Context: an optimization exercise on an open-source flow, tuned for small area and a short achievable clock period. The choices shown serve that exercise and are no tape-out recipe.
Only simulation tests tie the RTL to the original design; equivalence was not proved.

File: flow/design.v
`default_nettype none
package squeeze_pkg;
	localparam int data_width = 16;
	localparam int acc_width  = 32;
	localparam int frac_bits  = 14;
	function automatic signed [data_width-1:0] weight_value(input integer addr, input integer lane);
		weight_value = ((addr * 5 + lane * 3 + 2) % 7) - 3;
	endfunction
	function automatic signed [acc_width-1:0] bias_value(input integer lane);
		bias_value = (lane - 1) * (1 << (frac_bits - 2));
	endfunction
endpackage
`default_nettype wire
`timescale 1ns/10ps
`default_nettype none
module mac_lane
(
	input  wire                         clk,
	input  wire                         rst_n,
	input  wire                         acc_en,
	input  wire                         acc_first,
	input  wire signed [squeeze_pkg::data_width-1:0] tap,
	input  wire signed [squeeze_pkg::data_width-1:0] weight,
	output logic signed [squeeze_pkg::acc_width-1:0] acc
);
	logic signed [squeeze_pkg::acc_width-1:0] tap_x;
	logic signed [squeeze_pkg::acc_width-1:0] weight_x;
	logic signed [squeeze_pkg::acc_width-1:0] product;
	assign tap_x    = {{(squeeze_pkg::acc_width-squeeze_pkg::data_width){tap[squeeze_pkg::data_width-1]}}, tap};
	assign weight_x = {{(squeeze_pkg::acc_width-squeeze_pkg::data_width){weight[squeeze_pkg::data_width-1]}}, weight};
	assign product  = tap_x * weight_x;
	always_ff @(posedge clk or negedge rst_n) begin
		if (!rst_n) begin
			acc <= '0;
		end else if (acc_first) begin
			acc <= product;
		end else if (acc_en) begin
			acc <= acc + product;
		end
	end
endmodule
`default_nettype wire
`timescale 1ns/10ps
`default_nettype none
module weight_rom
#(
	parameter int LANES      = 4,
	parameter int CHIN       = 2,
	parameter int KERNEL_DIM = 3
)
(
	input  wire                                          clk,
	input  wire [$clog2(KERNEL_DIM*KERNEL_DIM*CHIN)-1:0] tap_addr,
	output logic [LANES*squeeze_pkg::data_width-1:0]                  weights
);
	localparam int WIN_LEN = KERNEL_DIM * KERNEL_DIM * CHIN;
	localparam int ADDR_W  = $clog2(WIN_LEN);
	localparam int DEPTH   = 1 << ADDR_W;
	genvar l, a;
	generate
		for (l = 0; l < LANES; l++) begin : g_lane
			logic [squeeze_pkg::data_width-1:0] mem [DEPTH];
			for (a = 0; a < DEPTH; a++) begin : g_addr
				assign mem[a] = (a < WIN_LEN) ? squeeze_pkg::weight_value(a, l) : '0;
			end
			always_ff @(posedge clk) begin
				weights[l*squeeze_pkg::data_width +: squeeze_pkg::data_width] <= mem[tap_addr];
			end
		end
	endgenerate
endmodule
`default_nettype wire
`timescale 1ns/10ps
`default_nettype none
module output_requant
#(
	parameter int LANES = 4
)
(
	input  wire                               clk,
	input  wire                               rst_n,
	input  wire                               window_done,
	input  wire [LANES*squeeze_pkg::acc_width-1:0]         acc,
	output logic [LANES*squeeze_pkg::data_width-1:0]       ofm
);
	logic signed [squeeze_pkg::acc_width-1:0] biased [LANES];
	always_comb begin
		for (int l = 0; l < LANES; l++) begin
			biased[l] = acc[l*squeeze_pkg::acc_width +: squeeze_pkg::acc_width] + squeeze_pkg::bias_value(l);
		end
	end
	always_ff @(posedge clk or negedge rst_n) begin
		if (!rst_n) begin
			ofm <= '0;
		end else if (window_done) begin
			for (int l = 0; l < LANES; l++) begin
				if (biased[l][squeeze_pkg::acc_width-1]) begin
					ofm[l*squeeze_pkg::data_width +: squeeze_pkg::data_width] <= '0;
				end else begin
					ofm[l*squeeze_pkg::data_width +: squeeze_pkg::data_width] <= {biased[l][squeeze_pkg::acc_width-1],
						biased[l][squeeze_pkg::frac_bits+squeeze_pkg::data_width-2:squeeze_pkg::frac_bits]};
				end
			end
		end
	end
endmodule
`default_nettype wire
`timescale 1ns/10ps
`default_nettype none
module window_sequencer #(
	parameter int CHIN       = 2,
	parameter int KERNEL_DIM = 3,
	parameter int WOUT       = 2
)
(
	input  wire                                          clk,
	input  wire                                          rst_n,
	input  wire                                          en_q,
	input  wire                                          ram_feedback,
	output logic [$clog2(KERNEL_DIM*KERNEL_DIM*CHIN)-1:0] tap_addr,
	output logic                                         acc_en,
	output logic                                         acc_first,
	output logic                                         window_done,
	output logic                                         ofm_sample,
	output logic                                         layer_finish
);
	localparam int WIN_LEN   = KERNEL_DIM * KERNEL_DIM * CHIN;
	localparam int ADDR_W    = $clog2(WIN_LEN);
	localparam int WINDOWS   = WOUT * WOUT;
	localparam int WIN_CNT_W = $clog2(WINDOWS + 1);
	logic [WIN_CNT_W-1:0] win_cnt;
	logic                 taps_done;
	logic                 advance;
	logic                 at_last;
	logic                 last_al;
	logic                 done_q;
	logic                 layer_end;
	logic                 fb_seen;
	assign taps_done = (win_cnt == WIN_CNT_W'(WINDOWS));
	assign advance   = en_q && !taps_done;
	assign at_last   = (tap_addr == ADDR_W'(WIN_LEN - 1));
	always_ff @(posedge clk or negedge rst_n) begin
		if (!rst_n) begin
			tap_addr <= '0;
			win_cnt  <= '0;
		end else if (advance) begin
			if (at_last) begin
				tap_addr <= '0;
				win_cnt  <= win_cnt + 1'b1;
			end else begin
				tap_addr <= tap_addr + 1'b1;
			end
		end
	end
	always_ff @(posedge clk or negedge rst_n) begin
		if (!rst_n) begin
			acc_en      <= 1'b0;
			acc_first   <= 1'b0;
			last_al     <= 1'b0;
			window_done <= 1'b0;
			done_q      <= 1'b0;
			ofm_sample  <= 1'b0;
		end else begin
			acc_en      <= advance;
			acc_first   <= advance && (tap_addr == '0);
			last_al     <= advance && at_last;
			window_done <= last_al;
			done_q      <= window_done;
			ofm_sample  <= done_q;
		end
	end
	always_ff @(posedge clk or negedge rst_n) begin
		if (!rst_n) begin
			layer_end <= 1'b0;
			fb_seen   <= 1'b0;
		end else begin
			if (window_done && taps_done) begin
				layer_end <= 1'b1;
			end
			if (ram_feedback) begin
				fb_seen <= 1'b1;
			end
		end
	end
	assign layer_finish = layer_end && !fb_seen;
endmodule
`default_nettype wire
`timescale 1ns/10ps
`default_nettype none
module squeeze_conv_layer
#(
	parameter int LANES      = 4,
	parameter int CHIN       = 2,
	parameter int KERNEL_DIM = 3,
	parameter int WOUT       = 2
)
(
	input  wire                          clk,
	input  wire                          rst_n,
	input  wire                          layer_en,
	input  wire [squeeze_pkg::data_width-1:0]         ifm,
	input  wire                          ram_feedback,
	output wire [LANES*squeeze_pkg::data_width-1:0]   ofm,
	output logic                         ofm_sample,
	output logic                         layer_finish
);
	localparam int ADDR_W = $clog2(KERNEL_DIM * KERNEL_DIM * CHIN);
	logic [squeeze_pkg::data_width-1:0]       tap_q;
	logic [squeeze_pkg::data_width-1:0]       tap_d;
	logic                        en_q;
	logic [ADDR_W-1:0]           tap_addr;
	logic                        acc_en;
	logic                        acc_first;
	logic                        window_done;
	logic [LANES*squeeze_pkg::data_width-1:0] weights;
	logic [LANES*squeeze_pkg::acc_width-1:0]  lane_acc;
	always_ff @(posedge clk or negedge rst_n) begin
		if (!rst_n) begin
			en_q <= 1'b0;
		end else begin
			en_q <= layer_en;
		end
	end
	always_ff @(posedge clk) begin
		tap_q <= ifm;
		tap_d <= tap_q;
	end
	window_sequencer #(
		.CHIN       (CHIN),
		.KERNEL_DIM (KERNEL_DIM),
		.WOUT       (WOUT)
	) u_seq (
		.clk          (clk),
		.rst_n        (rst_n),
		.en_q         (en_q),
		.ram_feedback (ram_feedback),
		.tap_addr     (tap_addr),
		.acc_en       (acc_en),
		.acc_first    (acc_first),
		.window_done  (window_done),
		.ofm_sample   (ofm_sample),
		.layer_finish (layer_finish)
	);
	weight_rom #(
		.LANES      (LANES),
		.CHIN       (CHIN),
		.KERNEL_DIM (KERNEL_DIM)
	) u_rom (
		.clk      (clk),
		.tap_addr (tap_addr),
		.weights  (weights)
	);
	genvar l;
	generate
		for (l = 0; l < LANES; l++) begin : g_lane
			mac_lane u_mac (
				.clk       (clk),
				.rst_n     (rst_n),
				.acc_en    (acc_en),
				.acc_first (acc_first),
				.tap       (tap_d),
				.weight    (weights[l*squeeze_pkg::data_width +: squeeze_pkg::data_width]),
				.acc       (lane_acc[l*squeeze_pkg::acc_width +: squeeze_pkg::acc_width])
			);
		end
	endgenerate
	output_requant #(
		.LANES (LANES)
	) u_requant (
		.clk         (clk),
		.rst_n       (rst_n),
		.window_done (window_done),
		.acc         (lane_acc),
		.ofm         (ofm)
	);
endmodule
`default_nettype wire
File: flow/run.sh
#!/bin/bash
# synth_recipe.tcl (not shown) runs the flow's synth.tcl, then flattens the netlist and writes it again
# the make line also repeats each setting of config.mk as NAME=value (left out here)
make -C /OpenROAD-flow-scripts/flow DESIGN_CONFIG=/design/flow/config.mk WORK_HOME=/design/flow/orfs CLKGATE_MAP_FILE= SYNTH_SCRIPT=/design/flow/synth_recipe.tcl finish
File: flow/config.mk
export PLATFORM = sky130hd
export DESIGN_NAME = squeeze_conv_layer
export DESIGN_NICKNAME = squeeze_conv_layer
export VERILOG_FILES = /design/flow/design.v
export SDC_FILE = /design/flow/constraint.sdc
export NUM_CORES = 4
export LEC_CHECK = 0
export CAP_MARGIN = 20
export CORE_MARGIN = 2
export CORE_UTILIZATION = 40
export SLEW_MARGIN = 20
File: flow/constraint.sdc
create_clock -name core_clock -period 10.0 [get_ports {clk}]
set_input_delay 2.0000 -clock core_clock [delete_from_list [all_inputs] [get_ports {clk}]]
set_output_delay 2.0000 -clock core_clock [all_outputs]
set_load 0.01 [all_outputs]
==> flow_summary_export.csv <==
group,metric,value,unit
run_status,status,"timing/DRC/antenna clean",
final_layout,seq_area,6020,µm²
drt,post_drt_wl_per_cell,17.4,µm
grt,antenna_found_initial,3,
synthesis,yosysSeqAreaShare,12.9,%
final_layout,final_common_cell,"inv_1",
clock_network,path_clk_slew,60,ps
grt,grt_overflow,0,
clock_network,cts_tree,"built",
drt,first_pass_iters,6,
final_layout,area.growth.synth_to_final,8.61,%
floorplan,die_width,345,µm
grt,grt_usage,19.9,%
timing,max_freq,107,MHz
timing,finalHoldViolations,0,
critical_path,max_stage_delay,700,ps
timing,worst-slew-pin-transition,976,ps
drt,wirelength,116000,µm
clock_network,numCtsBuffers,37,
clock_network,cts.sink_count,249,
synthesis,avgSynthCellArea,9.24,µm²
grt,grt_pass1_vias,35400,
timing,fin_crit_sh,93.9,%
clock_network,clockBufferDepth,3,
critical_path,end_kind,"flip-flop",
critical_path,cpMaxStageDelayCell,"dfxtp_1",
drt,drt-initial-drc-count,1843,
grt,grt_pass1_wl,190000,µm
drt,drc,0,
synthesis,yosys_most_used_dff,"dfrtp_1",
critical_path,crit_arrival,9880,ps
placed_design,place_congestion,0.894,
floorplan,row_count,125,
critical_path,cp_num_buf_inv,5,
critical_path,critical_path.top_delay_family,"adder cells",
timing,min_period,9390,ps
final_layout,utilization,43.7,%
critical_path,worst_setup_path_start_kind,"flip-flop",
timing,finalSetupViolCount,0,
synthesis,yosys_register_bits,249,
floorplan,initial_core_util,40.2,%
timing,skew,14.7,ps
clock_network,postCtsHoldBufs,0,
final_layout,layout_common_cells,"inv_1, fa_1, ha_1",
clock_network,htree_levels,2,
drt,via_per_inst,5.06,
floorplan,io_pins,86,
drt,vias,33600,
final_layout,multiInputGateArea,35700,µm²
synthesis,ys_types,84,
grt,grt_max_degree,80,
timing,setup-tns-final,0,ps
timing,rsz0062_at_grt,"no",
clock_network,clkLatencyLatePin,580,ps
placed_design,port_buffers,81,
final_layout,fillers,11400,
synthesis,synth-async-reset-ratio,82.3,%
synthesis,yosysWarningCount,10,
final_layout,final-instance-count-excl-fill,6649,
final_layout,drive_gt1_share,3.45,%
run,maxCapViolCount,0,
synthesis,syn_area,46500,µm²
critical_path,path_max_fanout,16,
timing,slew_violations,0,
synthesis,syn_inst,5036,
placed_design,dp_hpwl,97100,µm
final_layout,nNetsFinal,6390,
floorplan,die_h,345,µm
worst_hold_path,worst_hold_path_type,"reg2reg",
final_layout,antenna_cells,0,
clock_network,cts_resized,0,
clock_network,post_cts_buffers,0,
critical_path,worstPathRequired,10500,ps
floorplan,core,116000,µm²
timing,hold_slack,323,ps
drt,ant_nets,0,
timing,relSlewSlack,34.9,%
clock_network,clockRootBuffer,"clkbuf_16",
placed_design,placedCellCount,6583,
critical_path,crit_type,"reg2reg",
synthesis,synth_edf_count,0,
floorplan,die-area,119000,µm²
critical_path,cp_common_cell,"fa_1",
layer usage:
layer	vias up	global-route usage (%)	share of wire, %
li1	16100	-	-
met1	16900	27.2	45
met2	587	33.6	49
met3	111	2.45	4.1
met4	0	4.56	2.3
met5	-	0	0
cells in the mapped netlist (all sizes together), types with 9 or more instances:
cell | number | area share (%)
o21bai | 24 | 0.39
ha | 466 | 13
nand3b | 18 | 0.29
xnor2 | 192 | 3.6
inv | 1156 | 9.3
mux2i | 73 | 1.6
xor2 | 81 | 1.5
a2bb2oi | 21 | 0.40
and3 | 31 | 0.42
a21oi | 253 | 2.7
nor3 | 34 | 0.44
a211oi | 33 | 0.55
nand3 | 56 | 0.60
dfrtp | 205 | 11
fa | 806 | 35
o22ai | 49 | 0.79
nand4 | 17 | 0.23
o21a | 46 | 0.74
or3 | 10 | 0.16
nand2 | 320 | 2.6
a31oi | 18 | 0.24
buf | 19 | 0.21
o21ai | 209 | 2.3
nor2b | 24 | 0.32
o31a | 9 | 0.17
nand2b | 54 | 0.74
and2 | 127 | 1.7
dfxtp | 44 | 1.9
clkbuf | 99 | 0.80
or2 | 15 | 0.20
a21o | 161 | 2.6
nor2 | 241 | 1.9
kinds of logic after synthesis:
kind of cell | share of synthesized area [%]
adders and majority gates | 47.2
xor gates and xnor gates | 5.14
muxes | 1.76
DFF | 12.9
other | 0.00806
and+or+nand+nor | 9.98
AOI/OAI and AO/OA | 12.7
buffers and inverters | 10.3
worst paths after layout:
kind                       cells past startpoint                      end         startpoint  slack (ps)
setup / recovery                              33  g_lane[3].u_mac.acc[27]  u_rom.weights[62]         610
hold / removal                                 0                 tap_d[7]           tap_q[7]         320
setup reg to reg                              33  g_lane[3].u_mac.acc[27]  u_rom.weights[62]         610
hold reg to reg                                0                 tap_d[7]           tap_q[7]         320
max in group asynchronous                      3         u_requant.ofm[5]              rst_n        6890
min in group asynchronous                      1        u_requant.ofm[19]              rst_n        1330
metrics by stage:
stage / setup WS (ps) / area (µm²)
global route: 45.1 / 50600
global placement: 971 / 49300
finish: 614 / 50600
CTS: 756 / 50600
detailed placement: 835 / 49300
floorplan: 1710 / 46600
worst reg2reg max path, delay by kind of cell, from the launching register on:
kind,cells,cell delay (ps)
adder cells (fa/ha/maj),8,3690
AO/OA/AOI/OAI,11,2650
AND/OR/NAND/NOR,7,1420
flip-flops,1,700
buffers and inverters,5,460
XOR/XNOR,2,370
registers in the layout (all words and copies together), names as in the netlist, 3 cells and up:
register / cells
g_lane.u_mac.acc: 128
u_requant.ofm: 60
tap_d: 16
tap_q: 16
u_rom.weights: 12
u_seq.tap_addr: 5
u_seq.win_cnt: 3
area by class of cell:
| cell class | instances | area share, % |
|---|---|---|
| Clock inverter | 12 | 0.282 |
| Inverter | 1158 | 8.60 |
| Multi-Input combinational cell | 3514 | 70.7 |
| Sequential cell | 249 | 11.9 |
| Clock buffer | 54 | 2.25 |
| Timing Repair Buffer | 138 | 2.51 |
| Tap cell | 1524 | 3.77 |

separate check: timing with driven ports:
The results above use ideal ports. As a check the final layout listed here was re-extracted and re-timed, cells and wires unchanged. Step 1 assumes that a clkbuf_16 drives the clock port and a buf_2 every other input. Step 2 times the ports against the registers' clock, not the clock port: input delays grow and output delays shrink by t, the midpoint of the rising clock arrivals with the driver on. a / b / c = ideal / step 1 / step 2; a / b = the first two.
t (ns): 0.641
slack for setup (ns): 0.614 / 0.614 / 0.614
hold slack, ns: 0.323 / 0.323 / 0.323
slew at the worst register clock pin (ns): 0.07 / 0.07
cell pins on the clock port's net: 1
After both steps setup and hold are still met in this run. The setup slack of this run moves by 0.000 ns with the drivers and by 0.000 ns with both steps.
